Context: an optimization exercise on an open-source flow, tuned for small area, a short achievable clock period and few clock cycles per item. The choices shown serve that exercise and are no tape-out recipe. In this exercise RTL edits were held to simulation tests only and were not proved equivalent to the original.

**config.mk**
```make
export PLATFORM = sky130hd
export DESIGN_NAME = ooo_core_top
export DESIGN_NICKNAME = ooo_core_top
export VERILOG_FILES = /design/flow/design.v
export SDC_FILE = /design/flow/constraint.sdc
export NUM_CORES = 8
export LEC_CHECK = 0
export CAP_MARGIN = 20
export CORE_MARGIN = 2
export CORE_UTILIZATION = 25
export PLACE_DENSITY = 0.5
export SLEW_MARGIN = 20
```
**constraint.sdc**
```tcl
create_clock -name core_clock -period 9.0 [get_ports {clk}]
set_input_delay 1.8000 -clock core_clock [delete_from_list [all_inputs] [get_ports {clk}]]
set_output_delay 1.8000 -clock core_clock [all_outputs]
set_load 0.01 [all_outputs]
```
**design.v**
```verilog
package ooo_pkg;
    localparam int ARCH_REGS  = 32;
    localparam int PR_ENTRIES = 64;
    localparam int PR_W       = 6;
    localparam int ROB_DEPTH  = 8;
    localparam int ROB_W      = 3;
    localparam int RS_SIZE    = 4;
    localparam int RS_W       = 2;
    localparam int IQ_DEPTH   = 4;
    localparam int IQ_W       = 2;
    localparam int FL_DEPTH   = PR_ENTRIES - ARCH_REGS;
    localparam int FL_W       = 5;
    typedef enum logic [2:0] {
        ADD,
        SUB,
        AND,
        OR,
        XOR,
        SLL,
        SRL,
        SLT
    } alu_op_e;
    typedef struct packed {
        alu_op_e     op;
        logic [4:0]  rd;
        logic [4:0]  rs1;
        logic [4:0]  rs2;
        logic [31:0] imm;
        logic        use_imm;
    } uop_t;
    localparam int UOP_W = 3 + 5 + 5 + 5 + 32 + 1;
    typedef struct packed {
        uop_t             uop;
        logic [PR_W-1:0]  prd;
        logic [PR_W-1:0]  prs1;
        logic [PR_W-1:0]  prs2;
        logic [PR_W-1:0]  old_prd;
        logic [ROB_W-1:0] rob_id;
    } dispatch_t;
    typedef struct packed {
        alu_op_e          op;
        logic [31:0]      a;
        logic [31:0]      b;
        logic [PR_W-1:0]  prd;
        logic [ROB_W-1:0] rob_id;
    } fu_input_t;
    typedef struct packed {
        logic             valid;
        logic [PR_W-1:0]  prd;
        logic [ROB_W-1:0] rob_id;
        logic [31:0]      value;
    } cdb_t;
    typedef struct packed {
        logic [4:0]  rd;
        logic [31:0] value;
        logic [31:0] seq;
    } commit_t;
endpackage
`timescale 1ns/1ps
module inst_queue (
    input  logic          clk,
    input  logic          rst,
    input  logic          push,
    input  ooo_pkg::uop_t in_uop,
    output logic          full,
    input  logic          pop,
    output ooo_pkg::uop_t head,
    output logic          empty
);
    logic [ooo_pkg::UOP_W-1:0] mem [ooo_pkg::IQ_DEPTH];
    logic [ooo_pkg::IQ_W-1:0] rd_ptr;
    logic [ooo_pkg::IQ_W-1:0] wr_ptr;
    logic [ooo_pkg::IQ_W:0]   count;
    assign full  = count == ooo_pkg::IQ_DEPTH;
    assign empty = count == '0;
    assign head  = mem[rd_ptr];
    always_ff @(posedge clk) begin
        if (push) begin
            mem[wr_ptr] <= in_uop;
        end
    end
    always_ff @(posedge clk) begin
        if (rst) begin
            rd_ptr <= '0;
            wr_ptr <= '0;
            count  <= '0;
        end else begin
            if (push) begin
                wr_ptr <= wr_ptr + 1'b1;
            end
            if (pop) begin
                rd_ptr <= rd_ptr + 1'b1;
            end
            count <= count + (ooo_pkg::IQ_W+1)'(push) - (ooo_pkg::IQ_W+1)'(pop);
        end
    end
endmodule
`timescale 1ns/1ps
module rename_unit (
    input  logic                            clk,
    input  logic                            rst,
    input  ooo_pkg::uop_t                   head,
    input  logic                            iq_empty,
    output logic                            pop,
    input  logic                            rob_full,
    input  logic [ooo_pkg::ROB_W-1:0]       rob_id_next,
    input  logic                            rs_full,
    input  logic                            free_valid,
    input  logic [ooo_pkg::PR_W-1:0]        free_prd,
    output logic                            rd_alloc_valid,
    output logic [ooo_pkg::PR_W-1:0]        rd_alloc,
    output logic [ooo_pkg::PR_W-1:0]        prs1,
    output logic [ooo_pkg::PR_W-1:0]        prs2,
    output logic                            dispatch_valid,
    output ooo_pkg::dispatch_t              dispatch
);
    logic [ooo_pkg::PR_W-1:0] rat [ooo_pkg::ARCH_REGS];
    logic [ooo_pkg::PR_W-1:0] fl [ooo_pkg::FL_DEPTH];
    logic [ooo_pkg::FL_W-1:0] fl_head;
    logic [ooo_pkg::FL_W-1:0] fl_tail;
    logic [ooo_pkg::FL_W:0]   fl_count;
    logic                     needs_reg;
    assign needs_reg = head.rd != 5'd0;
    assign dispatch_valid = !iq_empty && !rob_full && !rs_full
                            && (!needs_reg || fl_count != '0);
    assign pop = dispatch_valid;
    assign prs1 = rat[head.rs1];
    assign prs2 = rat[head.rs2];
    assign rd_alloc_valid = dispatch_valid && needs_reg;
    assign rd_alloc       = needs_reg ? fl[fl_head] : '0;
    always_comb begin
        dispatch.uop     = head;
        dispatch.prd     = rd_alloc;
        dispatch.prs1    = prs1;
        dispatch.prs2    = prs2;
        dispatch.old_prd = rat[head.rd];
        dispatch.rob_id  = rob_id_next;
    end
    always_ff @(posedge clk) begin
        if (rst) begin
            for (int i = 0; i < ooo_pkg::ARCH_REGS; i++) begin
                rat[i] <= (ooo_pkg::PR_W)'(i);
            end
            for (int i = 0; i < ooo_pkg::FL_DEPTH; i++) begin
                fl[i] <= (ooo_pkg::PR_W)'(ooo_pkg::ARCH_REGS + i);
            end
            fl_head  <= '0;
            fl_tail  <= '0;
            fl_count <= (ooo_pkg::FL_W+1)'(ooo_pkg::FL_DEPTH);
        end else begin
            if (rd_alloc_valid) begin
                rat[head.rd] <= rd_alloc;
                fl_head      <= fl_head + 1'b1;
            end
            if (free_valid) begin
                fl[fl_tail] <= free_prd;
                fl_tail     <= fl_tail + 1'b1;
            end
            fl_count <= fl_count + (ooo_pkg::FL_W+1)'(free_valid)
                        - (ooo_pkg::FL_W+1)'(rd_alloc_valid);
        end
    end
endmodule
`timescale 1ns/1ps
module phys_reg_file (
    input  logic                     clk,
    input  logic                     rst,
    input  logic [ooo_pkg::PR_W-1:0] prs1,
    input  logic [ooo_pkg::PR_W-1:0] prs2,
    output logic [31:0]              rs1_value,
    output logic                     rs1_ready,
    output logic [31:0]              rs2_value,
    output logic                     rs2_ready,
    input  logic                     alloc_valid,
    input  logic [ooo_pkg::PR_W-1:0] alloc_prd,
    input  ooo_pkg::cdb_t            cdb
);
    logic [31:0] values [ooo_pkg::PR_ENTRIES];
    logic        ready  [ooo_pkg::PR_ENTRIES];
    assign rs1_value = values[prs1];
    assign rs1_ready = ready[prs1];
    assign rs2_value = values[prs2];
    assign rs2_ready = ready[prs2];
    always_ff @(posedge clk) begin
        if (rst) begin
            for (int i = 0; i < ooo_pkg::PR_ENTRIES; i++) begin
                values[i] <= '0;
                ready[i]  <= 1'b1;
            end
        end else begin
            if (alloc_valid) begin
                ready[alloc_prd] <= 1'b0;
            end
            if (cdb.valid && cdb.prd != '0) begin
                values[cdb.prd] <= cdb.value;
                ready[cdb.prd]  <= 1'b1;
            end
        end
    end
endmodule
`timescale 1ns/1ps
module reservation_table (
    input  logic               clk,
    input  logic               rst,
    input  logic               dispatch_valid,
    input  ooo_pkg::dispatch_t dispatch,
    input  logic [31:0]        rs1_value,
    input  logic               rs1_ready,
    input  logic [31:0]        rs2_value,
    input  logic               rs2_ready,
    input  ooo_pkg::cdb_t      cdb,
    output logic               issue_valid,
    output ooo_pkg::fu_input_t issue,
    output logic               full
);
    typedef struct packed {
        ooo_pkg::alu_op_e          op;
        logic [ooo_pkg::PR_W-1:0]  tag1;
        logic [ooo_pkg::PR_W-1:0]  tag2;
        logic                      rdy1;
        logic                      rdy2;
        logic [31:0]               val1;
        logic [31:0]               val2;
        logic                      use_imm;
        logic [31:0]               imm;
        logic [ooo_pkg::PR_W-1:0]  prd;
        logic [ooo_pkg::ROB_W-1:0] rob_id;
    } rs_entry_t;
    localparam int RS_ENT_W = 3 + 3 * ooo_pkg::PR_W + 2 + 32 + 32 + 1 + 32 + ooo_pkg::ROB_W;
    logic [RS_ENT_W-1:0] ent  [ooo_pkg::RS_SIZE];
    logic [RS_ENT_W-1:0] woke [ooo_pkg::RS_SIZE];
    rs_entry_t                new_ent;
    logic [ooo_pkg::RS_W:0]   count;
    logic [ooo_pkg::RS_W:0]   ins_idx;
    logic [ooo_pkg::RS_W-1:0] issue_idx;
    function automatic rs_entry_t wake(rs_entry_t e, ooo_pkg::cdb_t b);
        rs_entry_t w;
        w = e;
        if (!w.rdy1 && b.valid && b.prd == w.tag1) begin
            w.rdy1 = 1'b1;
            w.val1 = b.value;
        end
        if (!w.rdy2 && b.valid && b.prd == w.tag2) begin
            w.rdy2 = 1'b1;
            w.val2 = b.value;
        end
        wake = w;
    endfunction
    always_comb begin
        new_ent.op      = dispatch.uop.op;
        new_ent.tag1    = dispatch.prs1;
        new_ent.tag2    = dispatch.prs2;
        new_ent.rdy1    = rs1_ready;
        new_ent.val1    = rs1_value;
        new_ent.rdy2    = rs2_ready || dispatch.uop.use_imm;
        new_ent.val2    = rs2_value;
        new_ent.use_imm = dispatch.uop.use_imm;
        new_ent.imm     = dispatch.uop.imm;
        new_ent.prd     = dispatch.prd;
        new_ent.rob_id  = dispatch.rob_id;
        new_ent = wake(new_ent, cdb);
        for (int i = 0; i < ooo_pkg::RS_SIZE; i++) begin
            woke[i] = wake(ent[i], cdb);
        end
    end
    function automatic logic both_ready(rs_entry_t e);
        both_ready = e.rdy1 && e.rdy2;
    endfunction
    always_comb begin
        issue_valid = 1'b0;
        issue_idx   = '0;
        for (int i = ooo_pkg::RS_SIZE - 1; i >= 0; i--) begin
            if (i < count && both_ready(ent[i])) begin
                issue_valid = 1'b1;
                issue_idx   = (ooo_pkg::RS_W)'(i);
            end
        end
    end
    rs_entry_t issue_ent;
    assign issue_ent = ent[issue_idx];
    always_comb begin
        issue.op     = issue_ent.op;
        issue.a      = issue_ent.val1;
        issue.b      = issue_ent.use_imm ? issue_ent.imm : issue_ent.val2;
        issue.prd    = issue_ent.prd;
        issue.rob_id = issue_ent.rob_id;
    end
    assign ins_idx = count - (ooo_pkg::RS_W+1)'(issue_valid);
    assign full    = count == ooo_pkg::RS_SIZE;
    always_ff @(posedge clk) begin
        for (int i = 0; i < ooo_pkg::RS_SIZE; i++) begin
            if (issue_valid && i >= issue_idx) begin
                if (i < ooo_pkg::RS_SIZE - 1) begin
                    ent[i] <= woke[i+1];
                end
            end else begin
                ent[i] <= woke[i];
            end
        end
        if (dispatch_valid) begin
            ent[ins_idx[ooo_pkg::RS_W-1:0]] <= new_ent;
        end
    end
    always_ff @(posedge clk) begin
        if (rst) begin
            count <= '0;
        end else begin
            count <= ins_idx + (ooo_pkg::RS_W+1)'(dispatch_valid);
        end
    end
endmodule
`timescale 1ns/1ps
module alu_unit (
    input  logic               clk,
    input  logic               rst,
    input  logic               issue_valid,
    input  ooo_pkg::fu_input_t issue,
    output ooo_pkg::cdb_t      cdb
);
    logic [31:0] result;
    always_comb begin
        unique case (issue.op)
            ooo_pkg::ADD: result = issue.a + issue.b;
            ooo_pkg::SUB: result = issue.a - issue.b;
            ooo_pkg::AND: result = issue.a & issue.b;
            ooo_pkg::OR:  result = issue.a | issue.b;
            ooo_pkg::XOR: result = issue.a ^ issue.b;
            ooo_pkg::SLL: result = issue.a << issue.b[4:0];
            ooo_pkg::SRL: result = issue.a >> issue.b[4:0];
            ooo_pkg::SLT: result = {31'b0, $signed(issue.a) < $signed(issue.b)};
            default:      result = '0;
        endcase
    end
    always_ff @(posedge clk) begin
        if (rst) begin
            cdb.valid <= 1'b0;
        end else begin
            cdb.valid  <= issue_valid;
            cdb.prd    <= issue.prd;
            cdb.rob_id <= issue.rob_id;
            cdb.value  <= result;
        end
    end
endmodule
`timescale 1ns/1ps
module rob (
    input  logic                      clk,
    input  logic                      rst,
    input  logic                      dispatch_valid,
    input  ooo_pkg::dispatch_t        dispatch,
    output logic [ooo_pkg::ROB_W-1:0] rob_id_next,
    output logic                      full,
    input  ooo_pkg::cdb_t             cdb,
    output logic                      commit_valid,
    output ooo_pkg::commit_t          commit,
    output logic                      free_valid,
    output logic [ooo_pkg::PR_W-1:0]  free_prd
);
    logic [4:0]               rd_q    [ooo_pkg::ROB_DEPTH];
    logic [ooo_pkg::PR_W-1:0] old_q   [ooo_pkg::ROB_DEPTH];
    logic                     done_q  [ooo_pkg::ROB_DEPTH];
    logic [31:0]              value_q [ooo_pkg::ROB_DEPTH];
    logic [ooo_pkg::ROB_W-1:0] head;
    logic [ooo_pkg::ROB_W-1:0] tail;
    logic [ooo_pkg::ROB_W:0]   count;
    logic [31:0]               seq;
    logic                      head_done;
    assign rob_id_next = tail;
    assign full        = count == ooo_pkg::ROB_DEPTH;
    assign head_done   = count != '0 && done_q[head];
    always_ff @(posedge clk) begin
        if (dispatch_valid) begin
            rd_q[tail]   <= dispatch.uop.rd;
            old_q[tail]  <= dispatch.old_prd;
            done_q[tail] <= 1'b0;
        end
        if (cdb.valid) begin
            done_q[cdb.rob_id]  <= 1'b1;
            value_q[cdb.rob_id] <= cdb.value;
        end
        if (head_done) begin
            commit.rd    <= rd_q[head];
            commit.value <= (rd_q[head] == 5'd0) ? 32'd0 : value_q[head];
            commit.seq   <= seq;
            free_prd     <= old_q[head];
        end
    end
    always_ff @(posedge clk) begin
        if (rst) begin
            head         <= '0;
            tail         <= '0;
            count        <= '0;
            seq          <= '0;
            commit_valid <= 1'b0;
            free_valid   <= 1'b0;
        end else begin
            if (dispatch_valid) begin
                tail <= tail + 1'b1;
            end
            if (head_done) begin
                head <= head + 1'b1;
                seq  <= seq + 32'd1;
            end
            count        <= count + (ooo_pkg::ROB_W+1)'(dispatch_valid)
                            - (ooo_pkg::ROB_W+1)'(head_done);
            commit_valid <= head_done;
            free_valid   <= head_done && rd_q[head] != 5'd0;
        end
    end
endmodule
`timescale 1ns/1ps
module ooo_core (
    input  logic             clk,
    input  logic             rst,
    input  logic             in_valid,
    input  ooo_pkg::uop_t    in_uop,
    output logic             in_ready,
    output logic             commit_valid,
    output ooo_pkg::commit_t commit
);
    logic                      iq_push;
    logic                      iq_full;
    logic                      iq_empty;
    logic                      iq_pop;
    ooo_pkg::uop_t             iq_head;
    logic                      rob_full;
    logic [ooo_pkg::ROB_W-1:0] rob_id_next;
    logic                      rs_full;
    logic                      free_valid;
    logic [ooo_pkg::PR_W-1:0]  free_prd;
    logic                      alloc_valid;
    logic [ooo_pkg::PR_W-1:0]  alloc_prd;
    logic [ooo_pkg::PR_W-1:0]  prs1;
    logic [ooo_pkg::PR_W-1:0]  prs2;
    logic [31:0]               rs1_value;
    logic                      rs1_ready;
    logic [31:0]               rs2_value;
    logic                      rs2_ready;
    logic                      dispatch_valid;
    ooo_pkg::dispatch_t        dispatch;
    logic                      issue_valid;
    ooo_pkg::fu_input_t        issue;
    ooo_pkg::cdb_t             cdb;
    assign in_ready = !iq_full;
    assign iq_push  = in_valid && in_ready;
    inst_queue iq (
        .clk(clk), .rst(rst),
        .push(iq_push), .in_uop(in_uop), .full(iq_full),
        .pop(iq_pop), .head(iq_head), .empty(iq_empty)
    );
    rename_unit rename (
        .clk(clk), .rst(rst),
        .head(iq_head), .iq_empty(iq_empty), .pop(iq_pop),
        .rob_full(rob_full), .rob_id_next(rob_id_next), .rs_full(rs_full),
        .free_valid(free_valid), .free_prd(free_prd),
        .rd_alloc_valid(alloc_valid), .rd_alloc(alloc_prd),
        .prs1(prs1), .prs2(prs2),
        .dispatch_valid(dispatch_valid), .dispatch(dispatch)
    );
    phys_reg_file prf (
        .clk(clk), .rst(rst),
        .prs1(prs1), .prs2(prs2),
        .rs1_value(rs1_value), .rs1_ready(rs1_ready),
        .rs2_value(rs2_value), .rs2_ready(rs2_ready),
        .alloc_valid(alloc_valid), .alloc_prd(alloc_prd),
        .cdb(cdb)
    );
    reservation_table alu_table (
        .clk(clk), .rst(rst),
        .dispatch_valid(dispatch_valid), .dispatch(dispatch),
        .rs1_value(rs1_value), .rs1_ready(rs1_ready),
        .rs2_value(rs2_value), .rs2_ready(rs2_ready),
        .cdb(cdb),
        .issue_valid(issue_valid), .issue(issue), .full(rs_full)
    );
    alu_unit alu (
        .clk(clk), .rst(rst),
        .issue_valid(issue_valid), .issue(issue), .cdb(cdb)
    );
    rob rb (
        .clk(clk), .rst(rst),
        .dispatch_valid(dispatch_valid), .dispatch(dispatch),
        .rob_id_next(rob_id_next), .full(rob_full),
        .cdb(cdb),
        .commit_valid(commit_valid), .commit(commit),
        .free_valid(free_valid), .free_prd(free_prd)
    );
endmodule
`timescale 1ns/1ps
module ooo_core_top (
    input  logic        clk,
    input  logic        rst,
    input  logic        in_valid,
    input  logic [2:0]  in_op,
    input  logic [4:0]  in_rd,
    input  logic [4:0]  in_rs1,
    input  logic [4:0]  in_rs2,
    input  logic [31:0] in_imm,
    input  logic        in_use_imm,
    output logic        in_ready,
    output logic        commit_valid,
    output logic [4:0]  commit_rd,
    output logic [31:0] commit_value,
    output logic [31:0] commit_seq
);
    ooo_pkg::uop_t    uop;
    ooo_pkg::commit_t commit;
    always_comb begin
        uop.op      = ooo_pkg::alu_op_e'(in_op);
        uop.rd      = in_rd;
        uop.rs1     = in_rs1;
        uop.rs2     = in_rs2;
        uop.imm     = in_imm;
        uop.use_imm = in_use_imm;
    end
    ooo_core core (
        .clk(clk), .rst(rst),
        .in_valid(in_valid), .in_uop(uop), .in_ready(in_ready),
        .commit_valid(commit_valid), .commit(commit)
    );
    assign commit_rd    = commit.rd;
    assign commit_value = commit.value;
    assign commit_seq   = commit.seq;
endmodule
```
**run.sh**
```bash
#!/bin/bash
# synth_recipe.tcl (not shown) runs the flow's synth.tcl, then flattens the netlist and writes it again
# the make line also repeats each setting of config.mk as NAME=value (left out here)
make -C /OpenROAD-flow-scripts/flow DESIGN_CONFIG=/design/flow/config.mk WORK_HOME=/design/flow/orfs CLKGATE_MAP_FILE= SYNTH_SCRIPT=/design/flow/synth_recipe.tcl finish
```
==> flow_metrics.env <==
export IMPL_outcome="finished clean"
export IMPL_syn_area_um2=197000
export IMPL_ys_top_cells_by_area="edfxtp_1 53%, mux2i_1 8.8%, nor3_1 5.3%, nand2_1 4.7%, mux4_2 4.0%"
export IMPL_critPathLaunchType="register"
export IMPL_yosys_area_share_simple=0.160
export IMPL_finalHoldViolCount=0
export IMPL_min_path_type="reg -> reg"
export IMPL_coreArea_um2=787000
export IMPL_wl_per_cell_um=30.3
export IMPL_ff2ff_path_depth=15
export IMPL_grt_pass1_wl_mm=1180
export IMPL_cts_buffers=417
export IMPL_die_x_um=892
export IMPL_htreeDepth=5
export IMPL_grt_max_degree=193
export IMPL_io_pin_count=125
export IMPL_drive_gt1_frac=0.121
export IMPL_drt_initial_drc_count=22129
export IMPL_hold_path_end="core.rb.done_q[6]$_DFF_P_"
export IMPL_grt_ovfl_total=0
export IMPL_clock_path_buffers=4
export IMPL_yosysWarnings=8
export IMPL_worstMarginPinSlew_ns=1.31
export IMPL_critPathMaxFanout=47
export IMPL_cts_repair_resized=0
export IMPL_hold_buffers=0
export IMPL_synthAdderAreaFrac=0.00870
export IMPL_setup_ws_ns=1.24
export IMPL_cap_violations=0
export IMPL_fin_crit_ns=7.76
export IMPL_synth_seq_area_share=0.555
export IMPL_fin_setup_tns_ns=0
export IMPL_avgViaCountPerCell=5.62
export IMPL_cts_sinks=3741
export IMPL_cts_setup_buffers=0
export IMPL_synthCells=17628
export IMPL_synthMuxAreaShare=0.131
export IMPL_synthFlopType="edfxtp_1"
export IMPL_clk_latency_ns=1.08
export IMPL_fmax_mhz=129
export IMPL_required_ns=9.71
export IMPL_grtUsageTotal=0.202
export IMPL_wl_mm=844
export IMPL_fin_nets=17176
export IMPL_gp_congestion=0.956
export IMPL_antenna_found_initial=37
export IMPL_cts_tree="built"
export IMPL_synth_compound_area_share=0.0943
export IMPL_post_route_period_util=0.863
export IMPL_endpoint_kind="register"
export IMPL_die_area_um2=796000
export IMPL_start_util=0.251
export IMPL_place_ws_ns=1.50
export IMPL_relSlewSlack=0.124
export IMPL_yosysUniqueCellTypes=103
export IMPL_via_count=156475
export IMPL_port_buffers=124
export IMPL_min_from="core.rb.done_q[6]$_DFF_P_"
export IMPL_whs_path_depth=2
export IMPL_ant_nets=0
export IMPL_ys_seq_elements=3741
export IMPL_route_detailed_drc=0
export IMPL_reg2reg_to="core.alu_table.ent[3][61]$_DFFE_PP_"
export IMPL_synth_enable_flop_cells=3454
export IMPL_syn_to_final_growth_pct=13.8
export IMPL_synthArstFlopShare=0
export IMPL_synth_top_cell_area_share=0.526
export IMPL_setup_violations=0
export IMPL_drtPass1Iterations=8
export IMPL_syn_avg_cell_area_um2=11.2
export IMPL_ctsRootBufferMaster="clkbuf_16"
export IMPL_r2r_slack_ns=1.24
export IMPL_clk_pin_slew_worst_paths_ns=0.06
export IMPL_finalClockSkew_ns=0.117
export IMPL_crit_type="reg -> reg"
export IMPL_synth_top_area_cell="edfxtp_1"
export IMPL_synth_top_family_by_area="simple AND/OR/NAND/NOR gates"
export IMPL_die_h_um=892
export IMPL_post_dp_hpwl_mm=538
export IMPL_grt_pass1_vias=150124
export IMPL_final_max_slew_viol_count=0
export IMPL_rows=326
export IMPL_arrival_ns=8.47
export IMPL_rsz0062_at_grt="false"
export IMPL_synth_xor_area_share=0.00538
-- Yosys cell counts, drive strengths merged, types with 124 or more instances --
| cell type | instances |
|---|---|
| nand3 | 979 |
| nor2 | 647 |
| a22oi | 124 |
| o21ai | 539 |
| a21oi | 197 |
| and3 | 144 |
| dfxtp | 287 |
| nand2 | 2467 |
| o22ai | 634 |
| mux2i | 1742 |
| buf | 550 |
| mux4 | 346 |
| a31oi | 137 |
| ha | 129 |
| nor3 | 2072 |
| o221ai | 124 |
| clkbuf | 1308 |
| edfxtp | 3454 |
| inv | 207 |
| a221oi | 161 |
-- layout make-up --
class                      count  area (um2)
antenna                       10        25.0
clock buffer                 557       11500
clock inverter               201        1970
fill                       80977      563000
inverter                     211         852
multi-input combinational  11855       80500
sequential                  3741      109000
tap                        10496       13100
timing repair buffer         762        6860
-- cell families (layout without fill, tap and decap cells) --
family	after synthesis	in the layout
compound gates	2567	2567
flops	3741	3741
mux	2138	2138
xor+xnor	121	121
other cells	1	48
simple gates	6857	6857
buf+inv	2069	1731
fa+ha+maj	134	134
-- metrics by stage --
step                hold WS, ns  cells  utilization  area (um2)
floorplan                 0.406  17665            -      197000
global placement          0.437  27059        0.268      211000
detailed placement        0.448  27061        0.268      211000
CTS                       0.458  27819        0.285      224000
global route              0.483  27824        0.285      224000
finish                    0.458  27833        0.285      224000
-- how the worst max path moves through the flow --
stage | endpoint | slack (ns) | from | cells past startpoint
after detailed placement | core.alu_table.ent[3][56]$_DFFE_PP_ | 1.50 | register | 15
after floorplan | core.alu.cdb[30]$_DFFE_PN_ | 2.88 | core.alu_table.count[1]$_SDFF_PP0_ | 23
after global placement | core.alu_table.ent[3][51]$_DFFE_PP_ | 1.27 | register | 18
after CTS | core.alu_table.ent[3][61]$_DFFE_PP_ | 1.45 | register | 15
after global routing | core.alu_table.ent[3][64]$_DFFE_PP_ | 1.31 | register | 17
final | core.alu_table.ent[3][61]$_DFFE_PP_ | 1.24 | register | 15
-- registers in the layout (all words and copies together), names as in the netlist, 40 cells and up, named ones only --
| signal | cells |
|---|---|
| core.prf.values | 2048 |
| core.alu_table.ent | 492 |
| core.rb.value_q | 256 |
| core.iq.mem | 204 |
| core.rename.fl | 192 |
| core.rename.rat | 192 |
| core.rb.commit | 69 |
| core.prf.ready | 64 |
| core.rb.old_q | 48 |
| core.alu.cdb | 42 |
| core.rb.rd_q | 40 |
-- worst max-delay path, stage by stage, from the launching register on --
cell and delay [ns]:
dfxtp_4 0.58, mux4_2 0.81, buf_4 0.43, mux2i_1 0.28, mux2i_1 0.12, o2111ai_1 0.40, and4_4 1.03, buf_12 0.37
buf_4 0.30, mux2i_1 0.20, o22ai_1 0.10, o21ai_0 0.93, nand4_1 0.45, nor3_2 0.75, buf_4 0.27, a221oi_1 0.09
-- placed cells by master, fill, tap and decap left out, types with 90 or more instances in the layout --
cell type,instances
a31oi_1,136
mux4_2,344
nand3_1,968
o22ai_1,634
o221ai_1,124
a221oi_2,90
and2_1,111
and3_1,138
clkbuf_16,430
a22oi_1,124
o21ai_0,461
nand2_1,2440
ha_1,129
edfxtp_1,3454
clkbuf_1,100
nand4_1,104
nor2_1,611
mux2i_1,1739
dfxtp_1,280
a21oi_1,193
nor3_1,2032
inv_1,163
buf_4,571
clkdlybuf4s50_1,123
-- routing by layer --
layer,global-route usage,vias to the layer above,part of all wire
li1,-,65491,-
met1,0.274,79704,0.41
met2,0.305,9394,0.43
met3,0.0367,1852,0.096
met4,0.113,34,0.067
met5,0,-,0.00029
Testbench counts, summed over its fixed seeds: cycles 17,749, items 16,000.

[what the ideal ports hide]
The results above use ideal ports. As a check the final layout listed here was re-extracted and re-timed, cells and wires unchanged.
Step 1 (the two cells are an assumption about what drives the block):
set clk [get_ports {clk}]
set_driving_cell -lib_cell sky130_fd_sc_hd__clkbuf_16 $clk
set_driving_cell -lib_cell sky130_fd_sc_hd__buf_2 [delete_from_list [all_inputs] $clk]
Step 2, shift: input delay + t, output delay - t, t = (earliest + latest rising clock arrival at the registers) / 2. This alone moves slack from input paths to output paths.
a / b / c = ideal ports / drivers / drivers and shift; a / b = the first two.
t, ns: 1.196
slack for setup (ns): 1.237 / 1.237 / 1.237
worst register clock-pin slew, ns: 0.07 / 0.07
worst slew at a driven data input, ns: 0.21
After both steps setup and hold are still met in this run. For this run, drivers alone change the setup slack by 0.000 ns; drivers and shift together by 0.000 ns.
